Background: an optimization exercise with open tools, aiming at small area. Do not read the settings as production practice. At most, simulation tests tie the RTL to the original design; equivalence was not proved. Power figures rest on the tool's default switching activity, not on a simulated workload.

==> inputs of onyx <==
==> flow/design.v (excerpt) <==
module iot_filter_engine #(
    parameter int DATA_W  = 128,
    parameter int IN_W    = 8,
    parameter int GROUP_N = 8,
    parameter int FRAME_N = 96
) (
    input  logic                clk,
    input  logic                rst,
    input  logic                in_en,
    input  logic [IN_W-1:0]     iot_in,
    input  logic [2:0]          fn_sel,
    input  logic [DATA_W-1:0]   thr_lo,
    input  logic [DATA_W-1:0]   thr_hi,
    output logic                busy,
    output logic                valid,
    output logic [DATA_W-1:0]   iot_out,
    output logic                frame_done
);
clock: 9.0 ns
lec_check: 0
cap_margin: 20
core_margin: 2
core_utilization: 40
slew_margin: 20
standard.sh (not shown) runs the stock make flow with config.mk's settings and CLKGATE_MAP_FILE= SYNTH_SCRIPT=/design/flow/synth_recipe.tcl, a recipe that flattens the netlist after the stock synthesis.
==> flow/flow/run.sh <==
#!/bin/bash
set -euo pipefail
export BUFFER_PORTS_ARGS="-buffer_cell sky130_fd_sc_hd__buf_1"
export CTS_ARGS="-sink_clustering_enable -repair_clock_nets -dont_use_dummy_load -buf_list sky130_fd_sc_hd__clkbuf_4 -sink_clustering_size 20"
bash standard.sh > standard_flow.log 2>&1
==> amber: changes against onyx <==
--- a/flow/design.v
+++ b/flow/design.v
@@ -78,23 +78,23 @@
     assign pos0     = (wcnt_q[LG-1:0] == LG'(1));
     assign grp_last = (wcnt_q[LG-1:0] == '0);
     assign frm_last = (wcnt_q == '0);
     assign is_max  = (mode_q == M_MAX) || (mode_q == M_PMAX);
     assign is_ext  = (mode_q == M_MAX) || (mode_q == M_MIN) || is_peak;
     assign is_avg  = (mode_q == M_AVG);
     assign is_peak = mode_q[2] && mode_q[1];
     assign is_rng  = mode_q[2] && !mode_q[1];
-    assign take = pos0 || (is_max ? !alt_q : alt_q);
+    assign take = (pos0 && !(is_peak && have_q)) || (is_max ? !alt_q : alt_q);
     assign ga   = word_vld_q && (is_ext ? !take : (is_avg && !pos0));
     assign gs   = is_ext ? take : 1'b1;
     assign ya   = !word_vld_q ? {thr_lo, LG'(0)} :
                   is_avg      ? AW'(sr_q) : ({sr_q, LG'(0)} & {AW{gs}});
     assign sum  = add(a_q & {AW{ga}}, ya);
-    assign hit    = mode_q[0] ? blt_q : bgt_q;
+    assign hit    = mode_q[0] ? alt_q : agt_q;
     assign flag_d = (flag_q && !pos0) || hit;
     always_comb begin
         case (mode_q)
             M_PASS:               emit = 1'b1;
             M_EXTRACT:            emit = !alt_q && !bgt_q;
             M_EXCLUDE:            emit = alt_q || bgt_q;
             M_PMAX, M_PMIN:       emit = grp_last && (!have_q || flag_d);
             default:              emit = grp_last;
@@ -102,18 +102,16 @@
     end
     assign lane    = ~beat_q;
     assign ext_top = take ? sr_q[DATA_W-1 -: IN_W] : a_q[AW-1 -: IN_W];
     always_comb begin
         if (start)                           ta = thr_lo[DATA_W-1 -: IN_W];
         else if (word_vld_q && is_ext)       ta = ext_top;
         else                                 ta = a_q[LG + IN_W * lane +: IN_W];
         if (start)                           tb = thr_hi[DATA_W-1 -: IN_W];
-        else if (word_vld_q && is_peak && emit) tb = ext_top;
-        else if (is_peak)                    tb = out_q[IN_W * lane +: IN_W];
         else                                 tb = b_q[IN_W * lane +: IN_W];
     end
     assign a_first = (beat_q == '0) || (!agt_q && !alt_q);
     assign b_first = (beat_q == '0) || (!bgt_q && !blt_q);
     always_ff @(posedge clk or negedge rst) begin
         if (!rst) begin
             beat_q     <= '0;
             wcnt_q     <= '0;
==> flow/flow/run.sh (replaced) <==
#!/bin/bash
set -euo pipefail
export BUFFER_PORTS_ARGS="-buffer_cell sky130_fd_sc_hd__buf_1"
export CTS_ARGS="-sink_clustering_enable -repair_clock_nets -dont_use_dummy_load -buf_list sky130_fd_sc_hd__clkbuf_8 -sink_clustering_size 16 -sink_clustering_max_diameter 80"
bash standard.sh > standard_flow.log 2>&1
==> summary.md <==
| Metric | Value |
|---|---|
| Status | `finished clean` |
| R2r setup slk | `0.41 ns` |
| Gr usage total | `28.0%` |
| Met2 Track Usage GR | `39.9%` |
| Initial Util | `40.3%` |
| Post-synthesis xor/xnor area fraction | `3.31%` |
| CTS H-tree lvls | `4` |
| Mean Syn Cell Area | `12.9 um^2` |
The numbers above come from onyx.

==> summary.md <==
| Metric | Value |
|---|---|
| Status | `finished clean` |
| Met2 Track Usage GR | `39.8%` |
| Post-synthesis xor/xnor area fraction | `3.40%` |
| CTS H-tree lvls | `2` |
| R2r setup slk | `0.45 ns` |
| Initial Util | `40.3%` |
The numbers above come from amber.

Function not checked in onyx: the RTL went through the layout flow alone.

---

==> juniper <==
Another version of the RTL of iot_filter_engine (not shown whole).
==> flow/config.mk <==
export PLATFORM = sky130hd
export DESIGN_NAME = iot_filter_engine
export DESIGN_NICKNAME = iot_filter_engine
export VERILOG_FILES = /design/flow/design.v
export SDC_FILE = /design/flow/constraint.sdc
export NUM_CORES = 4
export LEC_CHECK = 0
export CAP_MARGIN = 20
export CORE_MARGIN = 2
export CORE_UTILIZATION = 60
export SLEW_MARGIN = 20
==> flow/constraint.sdc <==
create_clock -name core_clock -period 9.0 [get_ports {clk}]
set_input_delay 1.8000 -clock core_clock [delete_from_list [all_inputs] [get_ports {clk}]]
set_output_delay 1.8000 -clock core_clock [all_outputs]
set_load 0.01 [all_outputs]
==> flow/flow/run.sh <==
#!/bin/bash
set -euo pipefail
export BUFFER_PORTS_ARGS="-buffer_cell sky130_fd_sc_hd__buf_1"
export CTS_ARGS="-sink_clustering_enable -repair_clock_nets -dont_use_dummy_load -buf_list sky130_fd_sc_hd__clkbuf_8 -sink_clustering_size 16 -sink_clustering_max_diameter 80"
bash standard.sh > standard_flow.log 2>&1
==> inputs of pepper, as changes to juniper <==
CORE_UTILIZATION = 40   (was 60)
==> inputs of willow, as changes to juniper <==
--- a/flow/design.v
+++ b/flow/design.v
@@ -35,11 +35,11 @@
     logic              word_vld_q;   
     logic              busy_q, valid_q, fdone_q;
     logic [DATA_W-1:0] out_q;
     logic [2:0]        mode_q;
     logic [AW-1:0]     a_q;
-    logic [BEATS-1:1]  c_q;          
+    logic [BEATS-1:1]  c_q;
     logic [DATA_W-1:0] lo_q, hi_q;
     logic              have_q;       
     logic              flag_q;       
     logic              agt_q, alt_q;  
     logic              bgt_q, blt_q;  
@@ -102,21 +102,21 @@
     assign alt_d  = (a_eq && iot_in < ta) || (!a_eq && alt_q);
     assign bgt_d  = (b_eq && iot_in > tb) || (!b_eq && bgt_q);
     assign blt_d  = (b_eq && iot_in < tb) || (!b_eq && blt_q);
     assign keep   = is_ext && !fresh && (is_max ? alt_d : agt_d);
     assign a_old = first ? '0 : a_lane[IN_W-1:0];
-    assign c_old = first ? 1'b0 : ((lane == '0) ? 1'b0 : c_q[lane]);
+    assign c_old = first ? 1'b0 : ((lane == '0) ? 1'b0 : c_q[BEATS-1]);
     assign lsum  = {1'b0, a_old} + {1'b0, iot_in} + (IN_W + 1)'(c_old);
     assign top_d = (first ? '0 : a_q[AW-1:DATA_W]) + LG'(lsum[IN_W]);
     always_comb begin
         for (int i = 0; i < AW; i++) begin
             if (avg_b) begin
                 a_d[i]  = (i >= DATA_W) ? top_d[i - DATA_W] : lsum[i % IN_W];
                 a_en[i] = accept && (lane == BW'((i >= DATA_W) ? BEATS - 1 : i / IN_W));
             end else begin
                 a_d[i]  = (i >= LG) ? iot_in[(i - LG) % IN_W] : 1'b0;
-                a_en[i] = accept && !keep && (i >= LG) && (lane == BW'((i - LG) / IN_W));
+                a_en[i] = accept && !keep && (lane == BW'((i >= LG) ? (i - LG) / IN_W : 0));
             end
         end
     end
     assign res = resolve(a_q, is_avg ? c_q : '0);
     assign hit    = mode_q[0] ? alt_q : agt_q;
@@ -165,11 +165,11 @@
         if (accept) begin
             agt_q <= agt_d;
             alt_q <= alt_d;
             bgt_q <= bgt_d;
             blt_q <= blt_d;
-            if (avg_b && lane != BW'(BEATS - 1)) c_q[lane + 1'b1] <= lsum[IN_W];
+            c_q   <= {c_q[BEATS-2:1], lsum[IN_W]};
         end
         if (start) begin
             mode_q <= fn_sel;
             lo_q   <= thr_lo;
             hi_q   <= thr_hi;
CORE_UTILIZATION = 40   (was 60)
==> impl_table.tex <==
\begin{tabular}{lr}
\hline
Metric & Value \\
\hline
\multicolumn{2}{l}{\textbf{Outcome}} \\
Outcome & complete, no violations \\
\multicolumn{2}{l}{\textbf{Final layout}} \\
Area of combinational cells with multiple inputs & 8950 um\^{}2 \\
Antenna Diode Count & 4 \\
Number of nets in the layout & 2351 \\
Inverter count & 58 \\
\multicolumn{2}{l}{\textbf{Floorplanning}} \\
Row count & 92 \\
Placeable core region & 62900 um\^{}2 \\
\multicolumn{2}{l}{\textbf{Power}} \\
Register share of total power & 0.660 \\
Switching part of the total & 0.218 \\
Power of the sequential group & 2750 uW \\
\multicolumn{2}{l}{\textbf{STA}} \\
Worst hold margin & 0.462 ns \\
\multicolumn{2}{l}{\textbf{Yosys}} \\
Multiplexer area fraction after synthesis & 0.171 \\
Most numerous cell types in the synthesized netlist & edfxtp\_1 (410), dfrtp\_1 (143), ha\_1 (139) \\
\multicolumn{2}{l}{\textbf{Clock network}} \\
Clock insertion delay at the later pin of the skew report & 0.66 ns \\
\multicolumn{2}{l}{\textbf{Setup path}} \\
Last element of the critical path & a\_q[56] \\
\multicolumn{2}{l}{\textbf{Routing}} \\
Total wire length & 66.6 mm \\
\multicolumn{2}{l}{\textbf{GRT}} \\
Fraction of met3 tracks used by global routing & 0.0462 \\
\hline
\end{tabular}
The numbers above come from willow.

==> impl_table.tex <==
\begin{tabular}{lr}
\hline
Metric & Value \\
\hline
\multicolumn{2}{l}{\textbf{Outcome}} \\
Outcome & complete, no violations \\
\multicolumn{2}{l}{\textbf{Setup path}} \\
Last element of the critical path & a\_q[130] \\
Critical setup path kind & flop to flop \\
\multicolumn{2}{l}{\textbf{Final layout}} \\
Antenna Diode Count & 3 \\
Area of combinational cells with multiple inputs & 9650 um\^{}2 \\
Inverter count & 54 \\
Number of nets in the layout & 2415 \\
\multicolumn{2}{l}{\textbf{Yosys}} \\
Most numerous cell types in the synthesized netlist & edfxtp\_1 (410), ha\_1 (146), dfrtp\_1 (143) \\
Multiplexer area fraction after synthesis & 0.178 \\
Synthesized instance count & 1602 \\
\multicolumn{2}{l}{\textbf{Clock network}} \\
Clock insertion delay at the later pin of the skew report & 0.63 ns \\
\multicolumn{2}{l}{\textbf{Power}} \\
Power after layout & 7910 uW \\
Switching part of the total & 0.359 \\
Power of the sequential group & 3560 uW \\
\multicolumn{2}{l}{\textbf{GRT}} \\
Fraction of met3 tracks used by global routing & 0.0641 \\
\multicolumn{2}{l}{\textbf{Routing}} \\
Total wire length & 63.9 mm \\
\multicolumn{2}{l}{\textbf{STA}} \\
Worst hold margin & 0.509 ns \\
\multicolumn{2}{l}{\textbf{Floorplanning}} \\
Row count & 76 \\
\hline
\end{tabular}
The numbers above come from juniper.

==> impl_table.tex <==
\begin{tabular}{lr}
\hline
Metric & Value \\
\hline
\multicolumn{2}{l}{\textbf{Final layout}} \\
Area of combinational cells with multiple inputs & 9640 um\^{}2 \\
Inverter count & 54 \\
Antenna Diode Count & 7 \\
Number of nets in the layout & 2419 \\
\multicolumn{2}{l}{\textbf{Clock network}} \\
Clock insertion delay at the later pin of the skew report & 0.67 ns \\
\multicolumn{2}{l}{\textbf{Yosys}} \\
Multiplexer area fraction after synthesis & 0.178 \\
\multicolumn{2}{l}{\textbf{Floorplanning}} \\
Row count & 93 \\
Placeable core region & 64500 um\^{}2 \\
\multicolumn{2}{l}{\textbf{Power}} \\
Switching part of the total & 0.361 \\
\multicolumn{2}{l}{\textbf{Outcome}} \\
Outcome & complete, no violations \\
\hline
\end{tabular}
The numbers above come from pepper.

-- what the ideal ports hide --
Ports are ideal in the flow. The routed layouts listed here were re-timed in OpenROAD.
Step 1 assumes that a clkbuf_16 drives the clock port and a buf_2 every other input.
Step 2 also shifts input and output timing later by t, the mid clock arrival at the registers, as if the neighbouring blocks saw the same clock.
Three values: ideal, step 1, step 2; two values: the first two.
| run | t, ns | setup slack, ns | latest minus earliest clock arrival (ns) | worst register clock-pin slew, ns |
|---|---|---|---|---|
| onyx | 1.015 | 0.409 / 0.409 / 0.167 | 0.089 / 0.090 | 0.08 / 0.08 |
| amber | 0.704 | 0.446 / 0.447 / 0.332 | 0.094 / 0.094 | 0.11 / 0.11 |
| juniper | 0.664 | 2.608 / 2.608 / 2.297 | 0.049 / 0.048 | 0.11 / 0.11 |
| pepper | 0.683 | 2.484 / 2.484 / 2.484 | 0.111 / 0.111 | 0.11 / 0.11 |
| willow | 0.674 | 2.561 / 2.589 / 1.915 | 0.095 / 0.095 | 0.11 / 0.11 |
After both steps every run listed still meets setup and hold. The setup slack of willow, which loses most, moves by +0.028 ns with the drivers and by -0.646 ns with both steps.
